What follows belongs to an exercise in optimizing a design on an open flow for small area; a production flow would make more cautious choices. In this exercise RTL edits were held to simulation tests only and were not proved equivalent to the original. Power and IR drop assume default switching activity.

--- flow/run.sh ---
#!/bin/bash
# synth_recipe.tcl (not shown) runs the flow's synth.tcl, then flattens the netlist and writes it again
# the make line also repeats each setting of config.mk as NAME=value (left out here)
make -C /OpenROAD-flow-scripts/flow DESIGN_CONFIG=/design/flow/config.mk WORK_HOME=/design/flow/orfs CLKGATE_MAP_FILE= SYNTH_SCRIPT=/design/flow/synth_recipe.tcl finish
--- flow/config.mk ---
export PLATFORM = sky130hd
export DESIGN_NAME = decode
export DESIGN_NICKNAME = decode
export VERILOG_FILES = /design/flow/design.v
export SDC_FILE = /design/flow/constraint.sdc
export NUM_CORES = 8
export LEC_CHECK = 0
export CAP_MARGIN = 20
export CORE_MARGIN = 2
export CORE_UTILIZATION = 55
export SLEW_MARGIN = 20
export SYNTH_HIERARCHICAL = 1
--- flow/constraint.sdc ---
create_clock -name core_clock -period 10.0 [get_ports {clk}]
set_input_delay 2.0000 -clock core_clock [delete_from_list [all_inputs] [get_ports {clk}]]
set_output_delay 2.0000 -clock core_clock [all_outputs]
set_load 0.01 [all_outputs]
--- flow/design.v ---
module decode (
    input  logic        clk,
    input  logic        rstn,
    input  logic        inst_valid,
    input  logic [31:0] inst,
    input  logic [31:0] inst_pc,
    output logic        inst_ready,
    output logic        exec_enable,
    input  logic        exec_done,
    output logic [5:0]  exec_command,
    output logic [5:0]  alu_command,
    output logic [15:0] offset,
    output logic [31:0] pc,
    output logic [31:0] addr,
    output logic [31:0] rs,
    output logic [31:0] rt,
    output logic [4:0]  sh,
    output logic [4:0]  rd,
    output logic [4:0]  rs_no,
    output logic [4:0]  rt_no,
    output logic        fmode1,
    output logic        fmode2,
    input  logic        wb_en,
    input  logic        wb_fp,
    input  logic [4:0]  wb_rd,
    input  logic [31:0] wb_data
);
    localparam logic [1:0] S_IDLE   = 2'd0;
    localparam logic [1:0] S_DECODE = 2'd1;
    localparam logic [1:0] S_ISSUE  = 2'd2;
    localparam logic [1:0] S_WAIT   = 2'd3;
    localparam logic [5:0] OP_R    = 6'b000000;
    localparam logic [5:0] OP_F    = 6'b010001;
    localparam logic [5:0] OP_SF   = 6'b111001;
    logic [1:0]  state_q;
    logic        clr_q;           
    logic [31:0] inst_q;          
    logic [31:0] ipc_q;           
    logic [31:0] opa_q;           
    wire dec = (state_q == S_DECODE);
    logic [31:0] rf_q [64];
    wire [5:0] wb_idx = {wb_fp, wb_rd};
    logic [63:0] rf_we, rf_keep;
    always_comb begin
        for (int i = 0; i < 64; i++) begin
            rf_we[i]   = wb_en && (wb_idx == 6'(i)) && (i != 0);
            rf_keep[i] = !rf_we[i] && !clr_q;
        end
    end
    for (genvar i = 1; i < 64; i++) begin : g_row
        decode_rf_row u_row (
            .clk (clk), .keep(rf_keep[i]), .we(rf_we[i]), .wd(wb_data), .q(rf_q[i])
        );
    end
    assign rf_q[0] = '0;
    always_ff @(posedge clk or negedge rstn) begin
        if (!rstn) clr_q <= 1'b1;
        else       clr_q <= 1'b0;
    end
    wire       in_f   = (inst[31:26] == OP_F);
    wire [5:0] idx_a  = in_f ? {1'b1, inst[15:11]} : {1'b0, inst[25:21]};
    wire       q_fpb  = (inst_q[31:26] == OP_F) || (inst_q[31:26] == OP_SF);
    wire [5:0] idx_b  = {q_fpb, inst_q[20:16]};
    wire [5:0] ridx   = dec ? idx_b : idx_a;
    wire         rhit  = wb_en && (wb_idx == ridx) && (ridx != 6'd0);
    logic [63:0] rsel;
    always_comb begin
        rsel[0] = rhit;
        for (int i = 1; i < 64; i++)
            rsel[i] = (ridx == 6'(i)) && rf_keep[i];
    end
    logic [31:0] rport;
    for (genvar j = 0; j < 32; j++) begin : g_rbit
        logic [63:0] col;
        always_comb begin
            col[0] = wb_data[j];
            for (int i = 1; i < 64; i++) col[i] = rf_q[i][j];
        end
        decode_rf_rbit u_rbit (.sel(rsel), .d(col), .y(rport[j]));
    end
    wire [5:0]   qidx_a = (inst_q[31:26] == OP_F) ? {1'b1, inst_q[15:11]}
                                                  : {1'b0, inst_q[25:21]};
    wire         ahit   = wb_en && (wb_idx == qidx_a) && (qidx_a != 6'd0);
    wire [31:0]  opa    = ahit ? wb_data : opa_q;
    wire [31:0]  opb    = rport;
    always_ff @(posedge clk) begin
        inst_q <= inst;
        ipc_q  <= inst_pc;
        opa_q  <= rport;
    end
    wire [5:0]  op   = inst_q[31:26];
    wire [31:0] simm = {{16{inst_q[15]}}, inst_q[15:0]};
    wire [31:0] zimm = {16'd0, inst_q[15:0]};
    logic [5:0]  n_alu;
    logic [15:0] n_offset;
    logic [31:0] n_pc, n_addr, n_rs, n_rt;
    logic [4:0]  n_sh, n_rd, n_rs_no, n_rt_no;
    logic        n_fm1, n_fm2;
    always_comb begin
        n_alu    = '0;
        n_offset = inst_q[15:0];
        n_pc     = ipc_q;
        n_addr   = '0;
        n_rs     = '0;
        n_rt     = '0;
        n_sh     = '0;
        n_rd     = '0;
        n_rs_no  = inst_q[25:21];
        n_rt_no  = inst_q[20:16];
        n_fm1    = 1'b0;
        n_fm2    = 1'b0;
        case (op)
            6'b000000: begin                        
                n_rd  = inst_q[15:11];
                n_sh  = inst_q[10:6];
                n_alu = inst_q[5:0];
                n_rs  = opa;
                n_rt  = opb;
            end
            6'b010001: begin                        
                n_rs_no = inst_q[15:11];
                n_rd    = inst_q[10:6];
                n_alu   = inst_q[5:0];
                n_fm1   = 1'b1;
                n_fm2   = 1'b1;
                n_rs    = opa;
                n_rt    = opb;
            end
            6'b001000: begin                        
                n_rs = opa;
                n_rt = simm;
                n_rd = inst_q[20:16];
            end
            6'b001100, 6'b001101, 6'b001110: begin  
                n_rs = opa;
                n_rt = zimm;
                n_rd = inst_q[20:16];
            end
            6'b000010, 6'b000011: begin             
                n_addr = {ipc_q[31:28], inst_q[25:0], 2'b00};
            end
            6'b000100, 6'b000101, 6'b110010: begin  
                n_addr = {simm[29:0], 2'b00};
            end
            6'b100011, 6'b110001: begin             
                n_addr = opa + simm;
                n_rd   = inst_q[20:16];
            end
            6'b101011: begin                        
                n_addr = opa + simm;
                n_rt   = opb;
            end
            6'b111001: begin                        
                n_addr = opa + simm;
                n_rt   = opb;
                n_fm2  = 1'b1;
            end
            6'b111111: begin                        
                n_alu = inst_q[5:0];
                n_sh  = inst_q[10:6];
                n_rd  = inst_q[15:11];
                n_rs  = opa;
            end
            default: begin                          
                n_offset = '0;
                n_pc     = '0;
                n_rs_no  = '0;
                n_rt_no  = '0;
            end
        endcase
    end
    always_ff @(posedge clk or negedge rstn) begin
        if (!rstn) begin
            state_q      <= S_IDLE;
            exec_command <= '0;
            alu_command  <= '0;
            offset       <= '0;
            pc           <= '0;
            addr         <= '0;
            rs           <= '0;
            rt           <= '0;
            sh           <= '0;
            rd           <= '0;
            rs_no        <= '0;
            rt_no        <= '0;
            fmode1       <= 1'b0;
            fmode2       <= 1'b0;
        end else begin
            case (state_q)
                S_IDLE:   if (inst_valid) state_q <= S_DECODE;
                S_DECODE: state_q <= S_ISSUE;
                S_ISSUE:  state_q <= S_WAIT;
                default:  if (exec_done) state_q <= S_IDLE;
            endcase
            if (dec) begin
                exec_command <= op;
                alu_command  <= n_alu;
                offset       <= n_offset;
                pc           <= n_pc;
                addr         <= n_addr;
                rs           <= n_rs;
                rt           <= n_rt;
                sh           <= n_sh;
                rd           <= n_rd;
                rs_no        <= n_rs_no;
                rt_no        <= n_rt_no;
                fmode1       <= n_fm1;
                fmode2       <= n_fm2;
            end
        end
    end
    assign inst_ready  = rstn && (state_q == S_IDLE);
    assign exec_enable = (state_q == S_ISSUE);
endmodule
module decode_rf_row (
    input  logic        clk,
    input  logic        keep,
    input  logic        we,
    input  logic [31:0] wd,
    output logic [31:0] q
);
    always_ff @(posedge clk)
        q <= (q & {32{keep}}) | (wd & {32{we}});
endmodule
module decode_rf_rbit (
    input  logic [63:0] sel,
    input  logic [63:0] d,
    output logic        y
);
    logic [21:0] n;
    for (genvar g = 0; g < 21; g++) begin : g_grp
        decode_aoi222 u_aoi (.a(d[3*g+1 +: 3]), .b(sel[3*g+1 +: 3]), .y(n[g]));
    end
    assign n[21] = ~(d[0] & sel[0]);
    assign y = ~&n;
endmodule
module decode_aoi222 (
    input  logic [2:0] a,
    input  logic [2:0] b,
    output logic       y
);
    assign y = ~|(a & b);
endmodule
==> impl_metrics.toml <==
[clock_tree]
postCtsSetupRepairBufs = 0
cts.path.max_buffers = 3
cts_sinks = 2293
insertion_delay_ps = 860
cts_max_level = 4
cts_buffers = 225
cts_tree = "built"
ctsResizeCount = 0
cts_hold_buf = 0
clk_pin_slew_ps = 60
clockRootBuffer = "clkbuf_16"

[floorplanning]
die_area_um2 = 155000
row_count = 142
dieHeight_um = 393
ios = 287
coreArea_um2 = 150000
start_util = 0.556
die_w_um = 393

[yosys]
synth_seq_cells = 2293
synth_top_cell_by_area = "dfxtp_1"
ys_async_sr_fraction = 0.0789
syn_area_um2 = 83400
synth_cell_types = 60
yosysSeqAreaShare = 0.561
syn_area_per_cell_um2 = 12.5
netlist_instances = 6666
syn-num-nets = 6816
yosysWarnings = 10
synth-edff-count = 0
ys_top_cells_by_count = "dfxtp_1, a22o_1, a222oi_1"
synthTopCellsByArea = "dfxtp_1, a22o_1, a222oi_1"
netlist.area_leader.share = 0.507
yosys.cell_count.top_type = "dfxtp_1"
ys.flop_type = "dfxtp_1"

[drt]
drt-initial-drc-count = 13300
ant_nets = 0
wire_per_inst_um = 35.4
first_pass_iters = 13
num_vias = 68800
viasPerCell = 7.49
drc = 0
drt-total-wl_mm = 325

[sta]
timing.slew.headroom = 0.158
slew_viol_final = 0
finalHoldViolCount = 0
clock.fmax_ghz = 0.135
rsz0062_at_grt = "false"
clock_skew_ps = 35.1
setup_violations = 0
final.setup.tns_ps = 0
finalCritPeriodShare = 0.741
finalCriticalPeriod_ps = 7410
tightestPinTransition_ps = 1250

[hold_path]
hold_start = "ipc_q[13]"
min_to = "pc[13]"
hold_path_class = "flip-flop to flip-flop"
hold_depth = 1

[job]
drv_cap = 0

[worst_setup_path]
rr_endpoint = "rt[6]"
cp_data_required_time_ps = 10720
r2r_cells = 17
crit_type = "input port to flip-flop"
startpoint_type = "input port"
cp.arrival_ps = 8130
reg2reg_setup_slack_ps = 3150
r2r-start = "state_q[1]"
endpoint_kind = "flip-flop"
worstPathMaxFanout = 32

[pwr]
p_leak_nw = 36.4
power_density_nw_per_um2 = 222
vdd_drop_max_mv = 0.177

[global_routing]
grt_pass1_wl_mm = 467
grt_overflow = 0
grt_pass1_vias = 64100
grt_use_total = 0.402
grt_max_degree = 85
antenna_found_initial = 26

[placement]
gp_congestion = 1.01
place_inst = 8761
dp_hpwl_mm = 198
place.port_buffers = 286
place_area_um2 = 87000

[layout]
finalNonFillerCells = 9184
finalInstanceArea_um2 = 94800
drive_above_1_share = 0.145
nets = 7123
areaGrowthSynthToFinish_pct = 13.7

[run_status]
outcome = "finished clean"
## flip-flops by register name (all words and copies together) (netlist names), 2 cells and up
name	flops
rt_no	5
state_q	2
g_row.u_row.q	2016
pc	32
offset	16
addr	32
rs	32
inst_q	32
alu_command	6
opa_q	32
rd	5
sh	5
ipc_q	32
exec_command	6
rs_no	5
rt	32
## per-module statistics from Yosys, one instance, submodules excluded
module	cells	times used	area, µm²
decode	1296	1	12600
decode_aoi222	1	672	10.0
decode_rf_rbit	9	32	51.3
decode_rf_row	70	63	991
## layer usage
| layer | vias up | GRT usage | wire (µm) |
|---|---|---|---|
| li1 | 28500 | - | - |
| met1 | 34800 | 0.552 | 129000 |
| met2 | 4755 | 0.578 | 137000 |
| met3 | 801 | 0.109 | 40300 |
| met4 | 22 | 0.209 | 18800 |
| met5 | - | 0 | 156 |
## cell type report
cell class	instances	area (µm²)
fillers	11800	55300
flip-flops and latches	2293	46800
multi-input cells	3893	32900
clock buffers	334	6750
repair buffers	544	4710
well taps	2016	2520
clock inverters	77	996
inverters	16	62.6
diodes	11	27.5
## worst max path at each step
stage / from / end / slack, ps / depth (start not counted)
CTS: wb_fp / addr[31] / 2800 / 18
finish: inst[29] / rt[6] / 2590 / 15
detailed placement: wb_fp / addr[31] / 1950 / 18
floorplan: wb_rd[0] / addr[31] / 3760 / 18
global placement: wb_fp / addr[31] / 2080 / 18
global route: wb_fp / addr[31] / 2360 / 18
## worst max-delay path: stages
cell and delay [ps]:
clkdlybuf4s50_1 420, nor4b_1 350, nand3b_1 450, o21ai_0 850, nor2_1 130, nand2_1 330
buf_4 330, nor3_2 80, buf_4 310, a222oi_1 600, nand3_1 400, nor4_1 1030
nand2_1 350, a221oi_1 380, nor2_1 60
## logic make-up (layout without fill, tap and decap cells)
| group | after synthesis | count (layout) | synth area share |
|---|---|---|---|
| AOI/OAI and AO/OA | 3034 | 3034 | 0.324 |
| xor gates and xnor gates | 38 | 38 | 0.00399 |
| adders and majority gates | 44 | 44 | 0.00666 |
| buffers and inverters | 480 | 971 | 0.0561 |
| DFF | 2293 | 2293 | 0.561 |
| muxes | 51 | 51 | 0.00669 |
| other | 1 | 12 | 0.0000450 |
| and+or+nand+nor | 725 | 725 | 0.0414 |
## report_power, final
part           internal [mW]  switching, mW
sequential              9.49          0.258
clock                   5.16           3.69
combinational          0.894           1.51
## layout by cell type (no fill, tap or decap), drive strengths merged, types with 90 or more instances in the layout
cell type / count
nand2: 140
nand4: 135
clkbuf: 336
a21oi: 90
a22o: 2106
dfxtp: 2112
clkdlybuf4s50: 253
dfrtp: 180
buf: 289
a222oi: 677
nor2: 246
## through the flow
stage,worst slack (ps),utilization,hold slack (ps),power (mW)
after detailed placement,1950,0.579,434,12.3
after global routing,2360,0.631,460,21.6
after global placement,2080,0.579,432,12.3
after CTS,2800,0.631,449,21.0
after floorplan,3760,-,427,10.9
final,2590,0.631,443,21.0

[port drivers added, routing unchanged]
Ports are ideal in the flow. The routed layout listed here was re-timed in OpenROAD. Step 1: set_driving_cell puts a clkbuf_16 on clk and a buf_2 on each other input, an assumption about the parent block. Step 2 also shifts input and output timing later by t, the mid clock arrival at the registers, as if the neighbouring blocks saw the same clock. Slacks: ideal ports / drivers / drivers and shift; pairs: ideal ports / drivers.
shift t [ns]: 0.941
setup slack, ns: 2.586 / 2.658 / 1.717
worst register clock-pin slew, ns: 0.07 / 0.07
After both steps setup and hold are still met in this run. The setup slack of this run moves by +0.072 ns with the drivers and by -0.869 ns with both steps.
